This is an optimization exercise on Yosys and OpenROAD, whose aim is small area, a short achievable clock period and few clock cycles, not a production implementation.
Where RTL was checked, it was by simulation tests only, not by an equivalence proof against the original.

Setup of old:
## armCore
module armCore (
	input  logic        clk,
	input  logic        reset,
	input  logic [31:0] readData,
	output logic        memWrite,
	output logic [31:0] adr,
	output logic [31:0] writeData
);
For scale: about 4400 cells after synthesis, ~780 flip-flops, about 99 I/O pins, roughly 47000 um^2 of cells after synthesis.
export LEC_CHECK = 0
export CAP_MARGIN = 20
export CORE_MARGIN = 2
export CORE_UTILIZATION = 60
export SLEW_MARGIN = 20
export TNS_END_PERCENT = 10
create_clock -name core_clock -period 14.0 [get_ports {clk}]
standard.sh (not shown) runs the stock make flow with config.mk's settings and CLKGATE_MAP_FILE= SYNTH_SCRIPT=/design/flow/synth_recipe.tcl, a recipe that flattens the netlist after the stock synthesis.
==> flow/flow/run.sh <==
#!/bin/bash
# Standard layout (the standard.sh: ORFS from the standard synthesis to
# finish), with two changes passed to ORFS's make:
#  - repair_timing aims for the setup slack margin in flow/margin.txt (ns),
#    at each stage where the standard flow repairs timing;
#  - clock tree synthesis inserts no dummy loads.
# Each tool's output goes to standard.log and ORFS's own logs under orfs/logs.
set -euo pipefail
MARGIN=$(cat flow/margin.txt)
bash standard.sh SETUP_SLACK_MARGIN=$MARGIN \
	"CTS_ARGS=-sink_clustering_enable -repair_clock_nets -dont_use_dummy_load" \
	finish > standard.log 2>&1
==> flow/flow/margin.txt <==
9.5
old ran to completion and came out clean on the timing, DRC and antenna checks.
diff inputs: old => new
--- a/flow/design.v
+++ b/flow/design.v
@@ -274,19 +274,17 @@
 	                || (isMul && eValid && (eDP || eMul || eLoad) && selB[eRd]);
 	assign dAdv      = irValid && !eBusy && !dStall && !jumpE;
 	assign needFall  = !flagsBusy && !condD;
 	assign dTake     = dAdv && ((isB && (needFall || !irFok)) || (isPcAdd && !needFall));
 	assign memGoD    = isMem && condD;
 	assign isSub     = isDP && (fn == 4'b0010);
 	logic [31:0] addrD, brD, offB;
-	logic [12:0] addrLo;
-	logic [19:0] baseHiInc;
-	assign addrLo    = {1'b0, rdA[11:0]} + {1'b0, ir[11:0]};
-	assign baseHiInc = rdA[31:12] + 20'd1;
-	assign addrD     = {addrLo[12] ? baseHiInc : rdA[31:12], addrLo[11:0]};
+	logic [32:0] addrDc;
+	assign addrDc = addPP(rdA, {20'd0, ir[11:0]}, 1'b0);
+	assign addrD  = addrDc[31:0];
 	logic [32:0] brDc;
 	assign offB = {{6{ir[23]}}, ir[23:0], 2'b00};
 	assign brDc = addPP(pc8D, isPcAdd ? {20'd0, ir[11:0]} : (needFall ? 32'hFFFF_FFFC : offB), 1'b0);
 	assign brD  = brDc[31:0];
 	logic [31:0] opBD;
 	always_comb begin
 		if (isB || isPcAdd)
--- outcome ---
- Die area essentially unchanged between old and new.
- From old to new the numbers moved as follows: biggest fanout along the worst timing path now smaller, post-synthesis cell type count now larger, fraction of area in registers comparable, number of instances in the synthesized netlist now smaller.
- new vs old: number of vias after detailed routing up in new
- Comparing new with old, the design area came out essentially unchanged.
- After detailed routing, old needs less wire than new.
No run of this note included a check of the RTL's function; only the layout flow was run.


Setup of main:
armCore, a different RTL version from the one above (not shown whole).
Size in the first run: about 4300 cells after synthesis, about 99 I/O pins.
clock: 14.0 ns
lec_check: 0
cap_margin: 20
core_margin: 2
core_utilization: 60
slew_margin: 20
tns_end_percent: 10
Scripts as last shown in full above: flow/flow/run.sh, flow/flow/margin.txt
Testbench counts of main, summed over its fixed seeds: cycles 23,856.
Input changes introduced in the feature branch (baseline for comparison: main):
--- a/flow/design.v
+++ b/flow/design.v
@@ -83,21 +83,21 @@
 	input  logic [31:0] readData,
 	output logic        memWrite,
 	output logic [31:0] adr,
 	output logic [31:0] writeData
 );
 	logic [31:0] regs [0:14];
 	logic        fN, fZ, fC, fV;
 	logic [31:0] pcReg;             
 	logic [31:0] ir;
 	logic        irValid;
-	logic [15:0] selA, selB;        
+	logic [3:0]  raA, raB;          
 	logic [31:0] pc8D;              
 	logic        irFok;             
 	logic        eValid;
 	logic [3:0]  eCond, eFn, eRd;
 	logic        eDP, eMul, eLoad, eB, ePred, eS, eArith, eSub, eRdPc;
 	logic        eMemGo;            
 	logic        memWReg;
 	logic [31:0] opA, opB;          
 	logic [31:0] dAdr;              
 	logic [31:0] wdReg;             
@@ -249,46 +249,51 @@
 	assign isMem  = (ir[27:26] == 2'b01);
 	assign isB    = (ir[27:26] == 2'b10);
 	assign immOp  = ir[25];
 	assign isLoad = ir[20];
 	assign fn     = ir[24:21];
 	assign rdF    = isMul ? ir[19:16] : ir[15:12];
 	assign rnF    = ir[19:16];
 	assign isPcAdd = isDP && immOp && fn == 4'b0100 && !ir[20] && rnF == 4'd15
 	               && ir[15:12] == 4'd15 && ir[11:8] == 4'd0;
 	logic [31:0] rdA, rdB, rdAf, rdBf;
+	logic [15:0] selA, selB;
+	assign selA = 16'(1) << raA;
+	assign selB = 16'(1) << raB;
 	always_comb begin
 		rdA = selA[15] ? pc8D : 32'd0;
 		rdB = selB[15] ? pc8D : 32'd0;
 		for (int r = 0; r < 15; r++) begin
 			if (selA[r]) rdA = rdA | regs[r];
 			if (selB[r]) rdB = rdB | regs[r];
 		end
 	end
-	assign rdAf = (wen && selA[eRd]) ? wd : rdA;
-	assign rdBf = (wen && selB[eRd]) ? wd : rdB;
+	assign rdAf = (wen && raA == eRd) ? wd : rdA;
+	assign rdBf = (wen && raB == eRd) ? wd : rdB;
 	logic condD, flagsBusy, dStall, dAdv, dTake, memGoD, isSub, needFall;
 	assign condD     = condOk(ir[31:28], fN, fZ, fC, fV);
 	assign flagsBusy = eValid && eS && (eDP || eMul);
 	assign dStall    = (isMem && ((eValid && (eDP || eMul || eLoad) && eRd == rnF)
 	                              || (ir[31:28] != 4'b1110 && flagsBusy)))
-	                || (isMul && eValid && (eDP || eMul || eLoad) && selB[eRd]);
+	                || (isMul && eValid && (eDP || eMul || eLoad) && eRd == raB);
 	assign dAdv      = irValid && !eBusy && !dStall && !jumpE;
 	assign needFall  = !flagsBusy && !condD;
 	assign dTake     = dAdv && ((isB && (needFall || !irFok)) || (isPcAdd && !needFall));
 	assign memGoD    = isMem && condD;
 	assign isSub     = isDP && (fn == 4'b0010);
 	logic [31:0] addD, offB;
 	assign offB = {{6{ir[23]}}, ir[23:0], 2'b00};
 	logic [32:0] addDc;
-	assign addDc = addPP(rdA, (isMem || isPcAdd) ? {20'd0, ir[11:0]} : (needFall ? 32'hFFFF_FFFC : offB), 1'b0);
+	assign addDc = addPP(rdA, (isMem || isPcAdd) ? {20'd0, ir[11:0]} : offB, 1'b0);
 	assign addD  = addDc[31:0];
+	logic [31:0] dTarget;
+	assign dTarget = needFall ? {pc8D[31:2] - 30'd1, pc8D[1:0]} : addD;
 	logic [31:0] opBD;
 	always_comb begin
 		if (isB || isPcAdd)
 			opBD = (needFall && isB) ? offB : 32'hFFFF_FFFC;
 		else if (immOp && isDP)
 			opBD = {24'd0, ir[7:0]} ^ {32{isSub}};
 		else
 			opBD = rdBf ^ {32{isSub}};
 	end
 	function automatic logic [3:0] portA(input logic [31:0] i);
@@ -312,21 +317,21 @@
 	assign fBr = (readData[27:26] == 2'b10);
 	logic [6:0]  pcLo2;
 	logic [32:0] fSum;
 	assign pcLo2 = {1'b0, pcReg[7:2]} + 7'd2;
 	assign fSum  = addPP({25'd0, pcLo2}, {{26{readData[5]}}, readData[5:0]}, 1'b0);
 	assign fT    = fSum[7:0];
 	assign fOk = (readData[23:5] == 19'd0 || readData[23:5] == 19'h7FFFF) && fT[7:6] == 2'b00;
 	logic irLoad;
 	assign irLoad = !eMemGo && (!irValid || dAdv) && !jumpE && !dTake;
 	logic [31:0] pcOther, pcNext;
-	assign pcOther = jumpE ? jumpTarget : dTake ? addD
+	assign pcOther = jumpE ? jumpTarget : dTake ? dTarget
 	               : irLoad ? {pcReg[31:2] + 30'd1, pcReg[1:0]} : pcReg;
 	assign pcNext  = (irLoad && fBr) ? {pcReg[31:8], fT[5:0], pcReg[1:0]} : pcOther;
 	logic [1:0] lzB;
 	logic [8:0] rsFirst;
 	assign lzB = (rdB[31:7] == 25'd0) ? 2'd3 : (rdB[31:15] == 17'd0) ? 2'd2
 	           : (rdB[31:23] == 9'd0) ? 2'd1 : 2'd0;
 	always_comb begin
 		case (lzB)
 			2'd0:    rsFirst = rdB[31:23];
 			2'd1:    rsFirst = rdB[23:15];
@@ -357,22 +362,22 @@
 			if (!eBusy) begin
 				eValid  <= dAdv;
 				eMemGo  <= dAdv && memGoD;
 				memWReg <= dAdv && memGoD && !isLoad;
 			end
 		end
 	end
 	always_ff @(posedge clk) begin
 		if (irLoad) begin
 			ir   <= readData;
-			selA <= 16'(1) << portA(readData);
-			selB <= 16'(1) << portB(readData);
+			raA  <= portA(readData);
+			raB  <= portB(readData);
 			pc8D <= {pcReg[31:2] + 30'd2, pcReg[1:0]};
 			irFok <= fOk;
 		end
 		if (dAdv) begin
 			eCond  <= ir[31:28];
 			eFn    <= fn;
 			eRd    <= rdF;
 			eDP    <= isDP && !isPcAdd;
 			eMul   <= isMul;
 			eLoad  <= isLoad;
- The feature branch against main: area overhead of the layout relative to synthesis rose 2.5 points.
- Maximum frequency, the feature branch vs main: down by a few percent
- Met1 wire length, the feature branch and main: lower on main
Function not checked in the feature branch: the RTL went through the layout flow alone.

[port drivers added, routing unchanged]
No port has a modelled driver above. Below, the same layouts with a new extraction and two added sets of constraints.
Step 1, drivers: a clkbuf_16 drives clk and a buf_2 each remaining input, both assumed.
Step 2 also shifts input and output timing later by t, the mid clock arrival at the registers, as if the neighbouring blocks saw the same clock.
Three values: ideal, step 1, step 2; two values: the first two.
run | t, ns | slack for setup (ns) | cell pins on the clock port's net
old | 0.700 | 9.213 / 9.143 / 8.613 | 1
new | 0.706 | 9.118 / 9.052 / 8.404 | 1
main | 0.701 | 9.177 / 9.124 / 8.621 | 1
the feature branch | 0.711 | 9.058 / 8.995 / 8.533 | 1
After both steps setup and hold are still met in every run listed. For new, which loses most, drivers alone change the setup slack by -0.066 ns; drivers and shift together by -0.714 ns.
